Source: an optimization exercise on an open RTL-to-GDS flow (aim: small area). Production flows keep margins and buffers that such runs may drop. Function was checked by simulation only, so behaviour that the tests miss may differ from the original. No activity file was given, so power comes from the tool's default toggle rates.

==> flow/design.v <==
package laser_log_pkg;
	typedef struct packed {
		logic signed [16-1:0] adc0;
		logic signed [16-1:0] adc1;
	} adc_sample_t;
	typedef struct packed {
		logic                   wr;    
		logic [16-1:0] data;  
	} fifo_wr_t;
	typedef struct packed {
		logic [16-3-1:0] dropped;  
		logic [3-1:0]             din;
	} status_t;
	typedef struct packed {
		logic [16-1:0]  diff;    
		logic [16-1:0]  adc1;    
		logic [16-1:0]  adc0;    
		status_t                status;  
		logic [16-1:0] seq_hi;  
		logic [16-1:0] seq_lo;  
	} frame_fields_t;
	typedef union packed {
		logic [6-1:0][16-1:0] words;
		frame_fields_t                                 fields;
	} log_frame_u;
endpackage
`timescale 1ns/1ps
module ext_clk_conditioner (
	input  logic clk1,
	input  logic arst_n,
	input  logic ext_clk_pin,  
	output logic ext_tick      
);
	localparam int SYNC = 4;
	logic [SYNC-1:0] sync_q;  
	logic            fall_q;  
	always_ff @(posedge clk1 or negedge arst_n) begin
		if (!arst_n) begin
			sync_q   <= '0;
			fall_q   <= 1'b0;
			ext_tick <= 1'b0;
		end else begin
			sync_q   <= {sync_q[SYNC-2:0], ext_clk_pin};  
			fall_q   <= sync_q[SYNC-1] & ~sync_q[SYNC-2];  
			ext_tick <= fall_q;
		end
	end
endmodule
`timescale 1ns/1ps
module frame_logger #(
	parameter int DEPTH = 64  
) (
	input  logic                          clk1,
	input  logic                          arst_n,
	input  logic                          ext_tick,
	input  logic [3-1:0]         din,
	input  laser_log_pkg::adc_sample_t    adc,
	input  logic [$clog2(DEPTH):0]        level,    
	output logic                          start,    
	output logic [3*16-1:0]      rec,      
	output logic                          wr        
);
	localparam int CNT_W  = $clog2(DEPTH) + 1;
	localparam int NWORDS = 6;
	localparam int DROP_W = 16 - 3;
	logic [3-1:0] din_q;    
	logic [DROP_W-1:0]     dropped;  
	logic [2:0]            wcnt;     
	logic                  busy;
	logic                  room;
	logic                  skip;
	assign busy  = (wcnt != 3'd0);
	assign room  = (level <= CNT_W'(DEPTH - NWORDS));
	assign start = ext_tick & ~busy & room;
	assign skip  = ext_tick & ~start;
	assign wr    = busy;
	assign rec   = {dropped, din_q, adc.adc0, adc.adc1};
	always_ff @(posedge clk1)
		din_q <= din;
	always_ff @(posedge clk1 or negedge arst_n) begin
		if (!arst_n) begin
			dropped <= '0;
			wcnt    <= '0;
		end else begin
			dropped <= dropped + DROP_W'(skip && dropped != '1);  
			if (start)
				wcnt <= 3'(NWORDS);
			else if (busy)
				wcnt <= wcnt - 1'b1;
		end
	end
endmodule
`timescale 1ns/1ps
module word_fifo #(
	parameter int DEPTH = 64
) (
	input  logic                       clk1,
	input  logic                       arst_n,
	input  logic                       start,   
	input  logic [3*16-1:0]   rec,
	input  logic                       wr,      
	input  logic                       pop,     
	output logic [16-1:0]     shown,   
	output logic                       empty,
	output logic [$clog2(DEPTH):0]     level    
);
	localparam int CNT_W = $clog2(DEPTH) + 1;
	localparam int W     = 16;
	localparam int RW    = 3 * W;
	logic [RW-1:0]    ring [3][3];
	logic [RW-1:0]    stage_q;   
	logic             stage_v;
	logic [RW-1:0]    head_q;    
	logic             head_v;
	logic [1:0]       phase;     
	logic [1:0]       w_cls, w_slot;  
	logic [1:0]       r_cls, r_slot;  
	logic             ring_full;  
	logic             ring_any;   
	logic [2:0]       rd_idx;    
	logic [2*W-1:0]   rd_seq;    
	logic [CNT_W-1:0] count;
	logic             pull;
	logic             last;      
	logic             want;      
	logic             take_st;   
	logic             take_rg;   
	logic             ins;       
	logic [RW-1:0]    tap;
	assign empty = (count == '0);
	assign level = count;
	assign pull  = pop & ~empty;
	assign last  = pull & (rd_idx == 3'd5);
	assign ring_any = ring_full | (w_cls != r_cls) | (w_slot != r_slot);
	assign want     = ~head_v;
	assign take_rg  = want & ring_any & (phase == r_slot);
	assign take_st  = want & ~ring_any & stage_v;
	assign ins      = stage_v & ~take_st & (~ring_full | take_rg) & (phase == w_slot);
	assign tap = ({RW{take_st}} & stage_q) |
	             ({RW{take_rg & (r_cls == 2'd0)}} & ring[0][0]) |
	             ({RW{take_rg & (r_cls == 2'd1)}} & ring[1][0]) |
	             ({RW{take_rg & (r_cls == 2'd2)}} & ring[2][0]);
	assign shown = ({W{rd_idx == 3'd1}} & rd_seq[W-1:0]) |
	               ({W{rd_idx == 3'd2}} & rd_seq[2*W-1:W]) |
	               ({W{rd_idx == 3'd3}} & head_q[3*W-1:2*W]) |
	               ({W{rd_idx == 3'd4}} & head_q[2*W-1:W]) |
	               ({W{rd_idx == 3'd5}} & head_q[W-1:0]) |
	               ({W{rd_idx == 3'd0}} & (head_q[2*W-1:W] - head_q[W-1:0]));
	always_ff @(posedge clk1) begin
		for (int r = 0; r < 3; r++) begin
			ring[r][0] <= ring[r][1];
			ring[r][1] <= ring[r][2];
			ring[r][2] <= (ins && w_cls == 2'(r)) ? stage_q : ring[r][0];
		end
		if (start)
			stage_q <= rec;
		if (take_st || take_rg)
			head_q <= tap;
	end
	always_ff @(posedge clk1 or negedge arst_n) begin
		if (!arst_n) begin
			phase   <= '0;
			stage_v <= 1'b0;
			head_v  <= 1'b0;
			w_cls   <= '0;
			w_slot  <= '0;
			r_cls   <= '0;
			r_slot  <= '0;
			ring_full <= 1'b0;
			rd_idx  <= '0;
			rd_seq  <= '0;
			count   <= '0;
		end else begin
			phase <= ((phase == 2'd2) ? 2'd0 : phase + 2'd1);
			if (start)
				stage_v <= 1'b1;
			else if (ins || take_st)
				stage_v <= 1'b0;
			if (ins || take_st) begin
				w_cls <= ((w_cls == 2'd2) ? 2'd0 : w_cls + 2'd1);
				if (w_cls == 2'd2)
					w_slot <= ((w_slot == 2'd2) ? 2'd0 : w_slot + 2'd1);
			end
			if (take_rg || take_st) begin
				r_cls <= ((r_cls == 2'd2) ? 2'd0 : r_cls + 2'd1);
				if (r_cls == 2'd2)
					r_slot <= ((r_slot == 2'd2) ? 2'd0 : r_slot + 2'd1);
			end
			if (take_rg || take_st)
				head_v <= 1'b1;
			else if (last)
				head_v <= 1'b0;
			if (take_rg && !ins)
				ring_full <= 1'b0;
			else if (ins && !take_rg)
				ring_full <= ({((w_cls == 2'd2) ? ((w_slot == 2'd2) ? 2'd0 : w_slot + 2'd1) : w_slot),
				               ((w_cls == 2'd2) ? 2'd0 : w_cls + 2'd1)} == {r_slot, r_cls});
			rd_seq <= rd_seq + (2*W)'(last);
			if (last)
				rd_idx <= '0;
			else
				rd_idx <= rd_idx + 3'(pull);
			count <= count + {{(CNT_W-1){pull & ~wr}}, wr ^ pull};  
		end
	end
endmodule
`timescale 1ns/1ps
module host_pipe_port (
	input  logic                   clk1,
	input  logic                   arst_n,
	input  logic                   pipe_read,      
	input  logic [16-1:0] shown,          
	input  logic                   empty,
	output logic                   pop,
	output logic [16-1:0] pipe_data,
	output logic                   pipe_valid,     
	output logic                   pipe_empty,
	output logic                   pipe_underrun   
);
	assign pop        = pipe_read & ~empty;  
	assign pipe_empty = empty;
	assign pipe_data  = shown;  
	always_ff @(posedge clk1 or negedge arst_n) begin
		if (!arst_n) begin
			pipe_valid    <= 1'b0;
			pipe_underrun <= 1'b0;
		end else begin
			pipe_valid <= pop;  
			if (pipe_read && empty)
				pipe_underrun <= 1'b1;
		end
	end
endmodule
`timescale 1ns/1ps
module laser_log_top #(
	parameter int DEPTH = 64
) (
	input  logic                       clk1,
	input  logic                       arst_n,
	input  logic                       ext_clk_pin,
	input  logic [3-1:0]      din,
	input  logic [2*16-1:0]    adc,            
	input  logic                       pipe_read,
	output logic [16-1:0]     pipe_data,
	output logic                       pipe_valid,
	output logic                       pipe_empty,
	output logic                       pipe_underrun
);
	logic                       ext_tick;
	logic                       start;
	logic [3*16-1:0]   rec;
	logic                       wr;
	logic [$clog2(DEPTH):0]     level;
	logic [16-1:0]     shown;
	logic                       empty;
	logic                       pop;
	laser_log_pkg::adc_sample_t adc_s;
	assign adc_s = adc;
	ext_clk_conditioner u_ext_clk (
		.clk1        (clk1),
		.arst_n      (arst_n),
		.ext_clk_pin (ext_clk_pin),
		.ext_tick    (ext_tick)
	);
	frame_logger #(.DEPTH(DEPTH)) u_logger (
		.clk1     (clk1),
		.arst_n   (arst_n),
		.ext_tick (ext_tick),
		.din      (din),
		.adc      (adc_s),
		.level    (level),
		.start    (start),
		.rec      (rec),
		.wr       (wr)
	);
	word_fifo #(.DEPTH(DEPTH)) u_fifo (
		.clk1   (clk1),
		.arst_n (arst_n),
		.start  (start),
		.rec    (rec),
		.wr     (wr),
		.pop    (pop),
		.shown  (shown),
		.empty  (empty),
		.level  (level)
	);
	host_pipe_port u_pipe (
		.clk1          (clk1),
		.arst_n        (arst_n),
		.pipe_read     (pipe_read),
		.shown         (shown),
		.empty         (empty),
		.pop           (pop),
		.pipe_data     (pipe_data),
		.pipe_valid    (pipe_valid),
		.pipe_empty    (pipe_empty),
		.pipe_underrun (pipe_underrun)
	);
endmodule
Settings: LEC_CHECK=0, CAP_MARGIN=20, CORE_MARGIN=2, CORE_UTILIZATION=65, SLEW_MARGIN=20; clock period 8.0 ns.
standard.sh (not shown) runs the stock make flow with config.mk's settings and CLKGATE_MAP_FILE= SYNTH_SCRIPT=/design/flow/synth_recipe.tcl, a recipe that flattens the netlist after the stock synthesis.
==> flow/flow/run.sh <==
#!/bin/bash
# The standard layout (standard.sh) with three changes:
#  - synthesis maps logic with an area-oriented ABC script (flow/synth.tcl);
#  - clock tree synthesis inserts no dummy loads and clusters up to 26 flops;
#  - the port buffers are plain buf_1 cells.
# make's full output goes to make.log, each step's log to orfs/logs/.
set -euo pipefail
export FLOW_SYNTH_TCL="$PWD/synth_recipe.tcl"
export AREA_ABC_SCRIPT="$PWD/flow/area.abc"
bash standard.sh finish \
	"SYNTH_SCRIPT=$PWD/flow/synth.tcl" \
	"CTS_ARGS=-sink_clustering_enable -repair_clock_nets -dont_use_dummy_load -sink_clustering_size 26 -sink_clustering_max_diameter 100" \
	"BUFFER_PORTS_ARGS=-inputs -outputs -buffer_cell sky130_fd_sc_hd__buf_1" \
	> make.log 2>&1
==> flow/flow/area.abc <==
strash
dc2
dc2
dch -f
amap -A 20 -F 4
topo
==> flow/flow/synth.tcl <==
# The standard synthesis script, with ABC's technology mapping run on an
# area script (flow/area.abc) in place of ORFS's speed script. Registers are
# mapped before ABC runs, so they keep the standard synthesis's names and cells.
proc abc {args} {
	set i [lsearch -exact $args -script]
	if {$i >= 0} {
		set args [lreplace $args [expr {$i + 1}] [expr {$i + 1}] $::env(AREA_ABC_SCRIPT)]
	}
	yosys abc {*}$args
}
source $::env(FLOW_SYNTH_TCL)
==> next run, changes <==
--- a/flow/design.v
+++ b/flow/design.v
@@ -80,11 +80,12 @@
 	always_ff @(posedge clk1 or negedge arst_n) begin
 		if (!arst_n) begin
 			dropped <= '0;
 			wcnt    <= '0;
 		end else begin
-			dropped <= dropped + DROP_W'(skip && dropped != '1);  
+			if (skip && dropped != '1)
+				dropped <= dropped + 1'b1;
 			if (start)
 				wcnt <= 3'(NWORDS);
 			else if (busy)
 				wcnt <= wcnt - 1'b1;
 		end
@@ -134,29 +135,38 @@
 	assign ring_any = ring_full | (w_cls != r_cls) | (w_slot != r_slot);
 	assign want     = ~head_v;
 	assign take_rg  = want & ring_any & (phase == r_slot);
 	assign take_st  = want & ~ring_any & stage_v;
 	assign ins      = stage_v & ~take_st & (~ring_full | take_rg) & (phase == w_slot);
-	assign tap = ({RW{take_st}} & stage_q) |
-	             ({RW{take_rg & (r_cls == 2'd0)}} & ring[0][0]) |
-	             ({RW{take_rg & (r_cls == 2'd1)}} & ring[1][0]) |
-	             ({RW{take_rg & (r_cls == 2'd2)}} & ring[2][0]);
-	assign shown = ({W{rd_idx == 3'd1}} & rd_seq[W-1:0]) |
-	               ({W{rd_idx == 3'd2}} & rd_seq[2*W-1:W]) |
-	               ({W{rd_idx == 3'd3}} & head_q[3*W-1:2*W]) |
-	               ({W{rd_idx == 3'd4}} & head_q[2*W-1:W]) |
-	               ({W{rd_idx == 3'd5}} & head_q[W-1:0]) |
-	               ({W{rd_idx == 3'd0}} & (head_q[2*W-1:W] - head_q[W-1:0]));
+	always_comb begin
+		case (r_cls)
+			2'd0:    tap = ring[0][0];
+			2'd1:    tap = ring[1][0];
+			default: tap = ring[2][0];
+		endcase
+	end
+	always_comb begin
+		case (rd_idx)
+			3'd1:    shown = rd_seq[W-1:0];
+			3'd2:    shown = rd_seq[2*W-1:W];
+			3'd3:    shown = head_q[3*W-1:2*W];
+			3'd4:    shown = head_q[2*W-1:W];
+			3'd5:    shown = head_q[W-1:0];
+			default: shown = head_q[2*W-1:W] - head_q[W-1:0];
+		endcase
+	end
 	always_ff @(posedge clk1) begin
 		for (int r = 0; r < 3; r++) begin
 			ring[r][0] <= ring[r][1];
 			ring[r][1] <= ring[r][2];
 			ring[r][2] <= (ins && w_cls == 2'(r)) ? stage_q : ring[r][0];
 		end
 		if (start)
 			stage_q <= rec;
-		if (take_st || take_rg)
+		if (take_st)
+			head_q <= stage_q;
+		else if (take_rg)
 			head_q <= tap;
 	end
 	always_ff @(posedge clk1 or negedge arst_n) begin
 		if (!arst_n) begin
 			phase   <= '0;
@@ -193,16 +203,23 @@
 			if (take_rg && !ins)
 				ring_full <= 1'b0;
 			else if (ins && !take_rg)
 				ring_full <= ({((w_cls == 2'd2) ? ((w_slot == 2'd2) ? 2'd0 : w_slot + 2'd1) : w_slot),
 				               ((w_cls == 2'd2) ? 2'd0 : w_cls + 2'd1)} == {r_slot, r_cls});
-			rd_seq <= rd_seq + (2*W)'(last);
-			if (last)
-				rd_idx <= '0;
-			else
-				rd_idx <= rd_idx + 3'(pull);
-			count <= count + {{(CNT_W-1){pull & ~wr}}, wr ^ pull};  
+			if (pull) begin
+				if (last) begin
+					rd_idx <= '0;
+					rd_seq <= rd_seq + 1'b1;
+				end else begin
+					rd_idx <= rd_idx + 1'b1;
+				end
+			end
+			case ({wr, pull})
+				2'b10:   count <= count + 1'b1;
+				2'b01:   count <= count - 1'b1;
+				default: count <= count;
+			endcase
 		end
 	end
 endmodule
 `timescale 1ns/1ps
 module host_pipe_port (
The new run completed without violations; hold slack degrades by 0.0080 ns; via count goes up by a few percent; wire length increases by a few percent; synthesized area came out higher slightly; register-to-register slack improved by 1.0 ns; power rises by a few percent; global-route usage went up by 0.34 points.

-- afterwards: timing with drivers on the ports --
Ports are ideal in the flow. The routed layouts listed here were re-timed in OpenROAD.
Step 1 assumes that a clkbuf_16 drives the clock port and a buf_2 every other input.
Step 2, shift: input delay + t, output delay - t, t = (earliest + latest rising clock arrival at the registers) / 2. This alone moves slack from input paths to output paths.
Slacks: no drivers / after step 1 / after step 2; pairs: no drivers / after step 1.
run | shift t [ns] | setup WS [ns] | clock arrival spread, ns
the first run | 0.610 | 1.605 / 1.623 / 1.013 | 0.044 / 0.044
the second run | 0.615 | 2.130 / 2.076 / 2.011 | 0.053 / 0.053
After both steps every run listed still meets setup and hold. For the first run, which loses most, drivers alone change the setup slack by +0.018 ns; drivers and shift together by -0.592 ns.
